This is an optimization exercise on Yosys and OpenROAD, whose aim is small area, a short achievable clock period and few clock cycles per item, not a production implementation. The RTL was checked by simulation tests, not by an equivalence proof against the original design.

[flow/constraint.sdc]
create_clock -name core_clock -period 14.0 [get_ports {cpu_clk_50M}]
set_input_delay 2.8000 -clock core_clock [delete_from_list [all_inputs] [get_ports {cpu_clk_50M}]]
set_output_delay 2.8000 -clock core_clock [all_outputs]
set_load 0.01 [all_outputs]
[flow/run.sh]
#!/bin/bash
# synth_recipe.tcl (not shown) runs the flow's synth.tcl, then flattens the netlist and writes it again
# the make line also repeats each setting of config.mk as NAME=value (left out here)
make -C /OpenROAD-flow-scripts/flow DESIGN_CONFIG=/design/flow/config.mk WORK_HOME=/design/flow/orfs CLKGATE_MAP_FILE= SYNTH_SCRIPT=/design/flow/synth_recipe.tcl finish
[flow/design.v]
`default_nettype none
module hilo_md_unit #(
    parameter int DATA_W    = 32,
    parameter int DIV_CNT_W = 6
) (
    input  logic              cpu_clk_50M,
    input  logic              cpu_rst_n,
    input  logic              flush_i,
    input  logic              op_valid_i,
    output logic              op_ready_o,
    input  logic [2:0]        op_i,
    input  logic              sign_i,
    input  logic [DATA_W-1:0] src_a_i,
    input  logic [DATA_W-1:0] src_b_i,
    output logic [DATA_W-1:0] hi_o,
    output logic [DATA_W-1:0] lo_o,
    output logic              done_o
);
    localparam int c_w2  = 2 * DATA_W;
    localparam int DIV_K = 2;                        
    localparam int c_lzw = 6;                        
    localparam logic [2:0] c_op_mthi = 3'd1;
    localparam logic [2:0] c_op_mtlo = 3'd2;
    localparam logic [2:0] c_op_mult = 3'd3;
    localparam logic [2:0] c_op_madd = 3'd4;
    localparam logic [2:0] c_op_msub = 3'd5;
    localparam logic [2:0] c_op_div  = 3'd6;
    function automatic logic [c_lzw-1:0] lzc(input logic [DATA_W-1:0] x);
        lzc = c_lzw'(DATA_W);
        for (int i = 0; i < DATA_W; i++) begin
            if (x[i]) lzc = c_lzw'(DATA_W - 1 - i);
        end
    endfunction
    logic                 busy_q;
    logic                 done_q;
    logic [DATA_W-1:0]    hi_q, lo_q;
    logic [DATA_W-1:0]    quo_q;       
    logic [DATA_W-1:0]    rem_q;
    logic [DATA_W-1:0]    dvs_q;
    logic                 qneg_q, rneg_q;
    logic [DIV_CNT_W-1:0] cnt_q;
    assign op_ready_o = ~busy_q;
    assign hi_o       = hi_q;
    assign lo_o       = lo_q;
    assign done_o     = done_q;
    logic w_accept;
    assign w_accept = op_valid_i & ~busy_q & ~flush_i;
    logic signed [DATA_W:0] w_ma, w_mb;
    logic [c_w2-1:0]        w_prod, w_addend, w_sum, w_mul_res;
    logic                   w_is_msub;
    assign w_ma      = {sign_i & src_a_i[DATA_W-1], src_a_i};
    assign w_mb      = {sign_i & src_b_i[DATA_W-1], src_b_i};
    assign w_prod    = c_w2'(w_ma * w_mb);
    assign w_is_msub = (op_i == c_op_msub);
    always_comb begin
        case (op_i)
            c_op_madd: w_addend = {hi_q, lo_q};
            c_op_msub: w_addend = ~{hi_q, lo_q};
            default:   w_addend = '0;
        endcase
    end
    assign w_sum     = w_prod + w_addend;
    assign w_mul_res = w_is_msub ? ~w_sum : w_sum;
    logic              w_a_neg, w_b_neg, w_b_zero;
    logic [DATA_W-1:0] w_a_mag, w_b_mag;
    logic [c_lzw-1:0]  w_a_lz, w_b_lz;
    logic [c_lzw:0]    w_nbits;         
    logic              w_div_quick;     
    logic [DIV_CNT_W-1:0] w_iters;      
    logic [c_lzw-1:0]  w_skip;          
    logic [c_w2-1:0]   w_dvd_sh;
    assign w_a_neg  = sign_i & src_a_i[DATA_W-1];
    assign w_b_neg  = sign_i & src_b_i[DATA_W-1];
    assign w_a_mag  = w_a_neg ? -src_a_i : src_a_i;
    assign w_b_mag  = w_b_neg ? -src_b_i : src_b_i;
    assign w_b_zero = (src_b_i == '0);
    assign w_a_lz   = lzc(w_a_mag);
    assign w_b_lz   = lzc(w_b_mag);
    assign w_div_quick = (w_a_lz > w_b_lz);
    assign w_nbits  = {1'b0, w_b_lz} - {1'b0, w_a_lz} + (c_lzw+1)'(1);
    assign w_iters  = DIV_CNT_W'((w_nbits + (c_lzw+1)'(DIV_K - 1)) / DIV_K);
    assign w_skip   = c_lzw'(DATA_W - w_iters * DIV_K);
    assign w_dvd_sh = {{DATA_W{1'b0}}, w_a_mag} << w_skip;
    logic [DATA_W-1:0] w_rem [DIV_K+1];
    logic [DATA_W-1:0] w_quo [DIV_K+1];
    always_comb begin : div_steps
        logic [DATA_W:0] sh, diff;
        w_rem[0] = rem_q;
        w_quo[0] = quo_q;
        for (int k = 0; k < DIV_K; k++) begin
            sh         = {w_rem[k], w_quo[k][DATA_W-1]};
            diff       = sh - {1'b0, dvs_q};
            w_rem[k+1] = diff[DATA_W] ? sh[DATA_W-1:0] : diff[DATA_W-1:0];
            w_quo[k+1] = {w_quo[k][DATA_W-2:0], ~diff[DATA_W]};
        end
    end
    logic [DATA_W-1:0] w_q_fix, w_r_fix;
    assign w_q_fix = qneg_q ? -w_quo[DIV_K] : w_quo[DIV_K];
    assign w_r_fix = rneg_q ? -w_rem[DIV_K] : w_rem[DIV_K];
    always_ff @(posedge cpu_clk_50M or posedge cpu_rst_n) begin
        if (cpu_rst_n) begin
            busy_q <= 1'b0;
            done_q <= 1'b0;
            hi_q   <= '0;
            lo_q   <= '0;
        end else begin
            done_q <= 1'b0;
            if (busy_q) begin
                if (flush_i) begin
                    busy_q <= 1'b0;
                end else if (cnt_q == '0) begin
                    busy_q <= 1'b0;
                    done_q <= 1'b1;
                    hi_q   <= w_r_fix;
                    lo_q   <= w_q_fix;
                end
            end else if (w_accept) begin
                case (op_i)
                    c_op_mthi: hi_q <= src_a_i;
                    c_op_mtlo: lo_q <= src_a_i;
                    c_op_mult, c_op_madd, c_op_msub: begin
                        {hi_q, lo_q} <= w_mul_res;
                        done_q       <= 1'b1;
                    end
                    c_op_div: begin
                        if (w_b_zero) begin
                            hi_q   <= src_a_i;
                            lo_q   <= '1;
                            done_q <= 1'b1;
                        end else if (w_div_quick) begin
                            hi_q   <= src_a_i;
                            lo_q   <= '0;
                            done_q <= 1'b1;
                        end else begin
                            busy_q <= 1'b1;
                        end
                    end
                    default: ;
                endcase
            end
        end
    end
    always_ff @(posedge cpu_clk_50M) begin
        if (busy_q) begin
            rem_q <= w_rem[DIV_K];
            quo_q <= w_quo[DIV_K];
            cnt_q <= cnt_q - DIV_CNT_W'(1);
        end else begin
            rem_q  <= w_dvd_sh[c_w2-1:DATA_W];
            quo_q  <= w_dvd_sh[DATA_W-1:0];
            dvs_q  <= w_b_mag;
            qneg_q <= w_a_neg ^ w_b_neg;
            rneg_q <= w_a_neg;
            cnt_q  <= w_iters - DIV_CNT_W'(1);
        end
    end
endmodule
`default_nettype wire
[flow/config.mk]
export PLATFORM = sky130hd
export DESIGN_NAME = hilo_md_unit
export DESIGN_NICKNAME = hilo_md_unit
export VERILOG_FILES = /design/flow/design.v
export SDC_FILE = /design/flow/constraint.sdc
export NUM_CORES = 4
export LEC_CHECK = 0
export CAP_MARGIN = 20
export CORE_MARGIN = 2
export CORE_UTILIZATION = 40
export SLEW_MARGIN = 20
==> results_tabular.tex <==
\begin{tabular}{lr}
\hline
Metric & Value \\
\hline
\multicolumn{2}{l}{\textbf{Timing}} \\
Final hold violation count & 0 \\
Final-report setup violation count & 0 \\
Worst Slack Setup Final & 1.626 ns \\
Part of the cycle the worst path needs & 88.39\% \\
Setup tns final & 0 ns \\
Maximum operating frequency & 80.81 MHz \\
Shortest period the worst path allows & 12.37 ns \\
Pins Over Slew Limit & 0 \\
Worst-case headroom to the max-slew limit & 19.70\% \\
Setup repair after global routing missed its margin & false \\
Setup Skew & 0.01478 ns \\
Slew at the pin closest to its max-slew limit & 1.205 ns \\
\multicolumn{2}{l}{\textbf{Global routing}} \\
Global-route wire length before repair & 313200 um \\
Number of antenna violations at the first check in global routing & 23 \\
Pin count of the biggest net entering global routing & 71 \\
Number of global-route vias before repair & 50070 \\
Total congestion overflow & 0 \\
Combined global-route utilization of all metal layers & 27.48\% \\
\multicolumn{2}{l}{\textbf{Drt}} \\
Drt drc & 0 \\
Post-route antenna net violation count & 0 \\
Detail-routed net length per standard cell & 23.51 um \\
Via count of the routed design & 48900 \\
Routed vias/inst & 5.589 \\
DR iter-0 viols & 4583 \\
WL final & 205600 um \\
TritonRoute pass-1 iters & 5 \\
\multicolumn{2}{l}{\textbf{Floorplan}} \\
Horizontal die dimension & 387.4 um \\
Initial core utilization & 40.35\% \\
Cell row count & 140 \\
Die H & 387.4 um \\
Ports placed on the boundary & 138 \\
Area of the placeable core & 145700 sq um \\
Floorplan die area & 150100 sq um \\
\multicolumn{2}{l}{\textbf{Clocking}} \\
Largest buffer count on any clock path & 2 \\
Setup repair bufs after CTS & 0 \\
Hold buffer count at cts & 0 \\
Clock Sinks & 170 \\
CTS clock-pin slew for the worst setup and hold paths & 0.08 ns \\
Clock Tree Root & sky130\_fd\_sc\_hd\_\_clkbuf\_16 \\
Clock tree from TritonCTS & done \\
Clock network latency to the later pin of the worst-skew pair & 0.47 ns \\
H-Tree Level Count & 4 \\
CTS Buf Count & 17 \\
Resized Gates After CTS & 0 \\
\multicolumn{2}{l}{\textbf{Setup path}} \\
Category of the worst setup path launch point & primary input \\
Launch point of the worst reg-to-reg path & dvs\_q[1] \\
Critical Path Fanout Max & 39 \\
Endpoint of the lowest-slack register-to-register path & hi\_q[22] \\
Slack of the worst reg-to-reg path & 3.03 ns \\
Critical path data arrival time & 12.74 ns \\
Worst Setup Path Type & primary input to flop \\
Number of cells on the worst reg-to-reg path & 31 \\
Type of element capturing the critical path & flop \\
Crit path required time & 14.37 ns \\
\multicolumn{2}{l}{\textbf{Outcome}} \\
Outcome & finished clean \\
\multicolumn{2}{l}{\textbf{Placed design}} \\
RePlAce Congestion & 1.003 \\
Worst slack after detailed placement & 1.202 ns \\
Count of input and output buffers & 137 \\
HPWL after detailed placement & 169400 um \\
\multicolumn{2}{l}{\textbf{Hold path}} \\
Worst min-delay path category & flop to flop \\
Hold depth & 2 \\
Launch instance of the worst min-delay path & quo\_q[13] \\
Worst hold path endpoint & quo\_q[15] \\
\multicolumn{2}{l}{\textbf{Synth}} \\
Proportion of netlist area held by the largest area contributor & 41.73\% \\
Most area-hungry cell type in the Yosys netlist & sky130\_fd\_sc\_hd\_\_fa\_1 \\
Post-Syn Nets & 8569 \\
Number of flops mapped to enable cells by yosys & 34 \\
Yosys warning count & 3 \\
Flops \& latches, synth & 170 \\
Number of distinct standard cells referenced by the synthesized netlist & 95 \\
Syn Std Cell Area & 58810 sq um \\
Post-synth top flop & sky130\_fd\_sc\_hd\_\_dfxtp\_1 \\
Synthesized instance count & 6955 \\
Mean cell area of the mapped netlist & 8.456 sq um \\
Area contributors post-synth & sky130\_fd\_sc\_hd\_\_fa\_1 42\%, sky130\_fd\_sc\_hd\_\_inv\_1 8.0\%, sky130\_fd\_sc\_hd\_\_nand2\_1 7.4\%, sky130\_fd\_sc\_hd\_\_ha\_1 6.7\%, sky130\_fd\_sc\_hd\_\_xnor2\_1 2.9\% \\
Async SR Flop Fraction & 38.82\% \\
Sequential element share of the synthesized area & 6.927\% \\
\multicolumn{2}{l}{\textbf{Finish}} \\
Area grow syn2layout & 5.874\% \\
Layout fillers & 14690 \\
Share of final-layout standard cells stronger than drive strength 1 & 3.900\% \\
Net count reported at finish & 8422 \\
\multicolumn{2}{l}{\textbf{Job}} \\
Maximum capacitance violations & 0 \\
\hline
\end{tabular}
[worst max-delay path, stage by stage]
cell and delay (ns):
sky130_fd_sc_hd__clkdlybuf4s50_1 0.49, sky130_fd_sc_hd__buf_4 0.41, sky130_fd_sc_hd__nand2_1 0.43, sky130_fd_sc_hd__inv_2 0.84
sky130_fd_sc_hd__buf_4 0.40, sky130_fd_sc_hd__nand2b_1 0.11, sky130_fd_sc_hd__fa_1 0.41, sky130_fd_sc_hd__fa_1 0.54
sky130_fd_sc_hd__fa_1 0.44, sky130_fd_sc_hd__fa_1 0.52, sky130_fd_sc_hd__fa_1 0.44, sky130_fd_sc_hd__fa_1 0.52
sky130_fd_sc_hd__fa_1 0.44, sky130_fd_sc_hd__fa_1 0.51, sky130_fd_sc_hd__inv_1 0.05, sky130_fd_sc_hd__ha_1 0.41
sky130_fd_sc_hd__nand4_1 0.13, sky130_fd_sc_hd__nor2_1 0.17, sky130_fd_sc_hd__inv_1 0.06, sky130_fd_sc_hd__or4_1 0.53
sky130_fd_sc_hd__or4_1 0.59, sky130_fd_sc_hd__a311oi_1 0.50, sky130_fd_sc_hd__xnor2_1 0.14, sky130_fd_sc_hd__a21oi_1 0.17
sky130_fd_sc_hd__nor2_1 0.05, sky130_fd_sc_hd__a311o_1 0.34, sky130_fd_sc_hd__a221oi_1 0.26
[sequential cells by signal (all words and copies together) (netlist names)]
name and cells:
done_q 1, rneg_q 1, cnt_q 6, hi_q 32, quo_q 32, dvs_q 32, busy_q 1, lo_q 32
rem_q 32, qneg_q 1
[routing by layer]
metal  part of all wire, %  global-route usage (%)  up-vias
li1                      -                       -    21360
met5                 0.034                       0        -
met2                    47                   44.86     2064
met4                   3.4                   8.452       12
met3                   9.1                   4.863      313
met1                    41                   37.17    25150
[worst max-delay path by stage]
stage	endpoint	cells after the start	start
after CTS	hi_q[21]	29	op_i[2]
after global routing	hi_q[29]	28	sign_i
after global placement	hi_q[21]	29	op_i[2]
after detailed placement	hi_q[21]	29	op_i[2]
after floorplan	hi_q[29]	28	sign_i
final	hi_q[29]	27	sign_i
[cell usage after synthesis (17+ instances only)]
master                     count
sky130_fd_sc_hd__inv_1      1253
sky130_fd_sc_hd__fa_1       1226
sky130_fd_sc_hd__nand2_1    1157
sky130_fd_sc_hd__ha_1        316
sky130_fd_sc_hd__clkbuf_1    306
sky130_fd_sc_hd__a21oi_1     292
sky130_fd_sc_hd__nor2_1      289
sky130_fd_sc_hd__o21ai_0     272
sky130_fd_sc_hd__and2_1      262
sky130_fd_sc_hd__xnor2_1     193
sky130_fd_sc_hd__xor2_1      124
sky130_fd_sc_hd__buf_1        88
sky130_fd_sc_hd__mux2i_1      74
sky130_fd_sc_hd__a21o_1       73
sky130_fd_sc_hd__dfxtp_1      70
sky130_fd_sc_hd__dfrtp_1      66
sky130_fd_sc_hd__nor3_1       64
sky130_fd_sc_hd__nand2b_1     57
sky130_fd_sc_hd__nand3_1      57
sky130_fd_sc_hd__a211oi_1     51
sky130_fd_sc_hd__a221oi_1     46
sky130_fd_sc_hd__and3_1       42
sky130_fd_sc_hd__nor2b_1      36
sky130_fd_sc_hd__o31ai_1      35
sky130_fd_sc_hd__edfxtp_1     34
sky130_fd_sc_hd__a31oi_1      29
sky130_fd_sc_hd__nand4_1      28
sky130_fd_sc_hd__o21a_1       27
sky130_fd_sc_hd__nor4_1       25
sky130_fd_sc_hd__o21ai_1      24
sky130_fd_sc_hd__or3_1        22
sky130_fd_sc_hd__buf_2        21
sky130_fd_sc_hd__or4_1        21
sky130_fd_sc_hd__o211ai_1     17
sky130_fd_sc_hd__o21bai_1     17
sky130_fd_sc_hd__o22ai_1      17
sky130_fd_sc_hd__o41ai_1      17
[layout make-up]
class / count / area [sq um] / share of cell area [%]
antenna: 10 / 25.02 / 0.04019
multi-input combinational: 5114 / 48500 / 77.89
tap: 1917 / 2399 / 3.852
inverter: 1256 / 4716 / 7.574
clock buffer: 17 / 425.4 / 0.6832
clock inverter: 15 / 132.6 / 0.2130
timing repair buffer: 249 / 1989 / 3.195
sequential: 170 / 4078 / 6.549
[placed cells by master, fill, tap and decap left out, drive strengths merged, types with 66 or more instances in the layout]
cell type / synthesis / routed
dfxtp: 70 / 70
nand2: 1157 / 1157
ha: 316 / 316
xnor2: 193 / 193
nor3: 68 / 68
and2: 264 / 264
a21o: 73 / 73
dfrtp: 66 / 66
xor2: 125 / 125
mux2i: 74 / 74
a21oi: 293 / 293
fa: 1226 / 1226
buf: 109 / 163
nor2: 290 / 290
clkdlybuf4s50: 0 / 85
o21ai: 297 / 297
inv: 1255 / 1263
[cell families after synthesis]
logic type / Yosys count / synth area share [%]
xor gates and xnor gates: 318 / 4.768
and+or+nand+nor: 2110 / 16.21
muxes: 86 / 1.508
buffers and inverters: 1671 / 10.71
adders and majority gates: 1542 / 48.46
AOI/OAI and AO/OA: 1058 / 11.42
DFF: 170 / 6.927
[per-stage QoR]
| step | cells | hold slack (ns) | utilization, % | cell area, sq um |
|---|---|---|---|---|
| floorplan | 6955 | 0.4514 | - | 58810 |
| global placement | 8706 | 0.4887 | 42.32 | 61670 |
| detailed placement | 8706 | 0.4937 | 42.32 | 61670 |
| CTS | 8738 | 0.5046 | 42.70 | 62230 |
| global route | 8743 | 0.5443 | 42.72 | 62250 |
| finish | 8748 | 0.5054 | 42.72 | 62270 |
Testbench counts, summed over its fixed seeds: cycles 16,740, ops 12,000.

==> static timing again, ports no longer ideal <==
No port has a modelled driver above. Below, the same layout with a new extraction and two added sets of constraints.
Step 1, drivers: a clkbuf_16 drives cpu_clk_50M and a buf_2 each remaining input, both assumed.
Step 2, shift: input delay + t, output delay - t, t = (earliest + latest rising clock arrival at the registers) / 2. This alone moves slack from input paths to output paths.
a / b / c = ideal / step 1 / step 2; a / b = the first two.
shift t [ns]: 0.524
slack for setup (ns): 1.625 / 1.527 / 1.002
worst slew at a driven data input, ns: 0.16
cell pins on the clock port's net: 1
After both steps this run still meets setup and hold. The setup slack of this run moves by -0.098 ns with the drivers and by -0.623 ns with both steps.
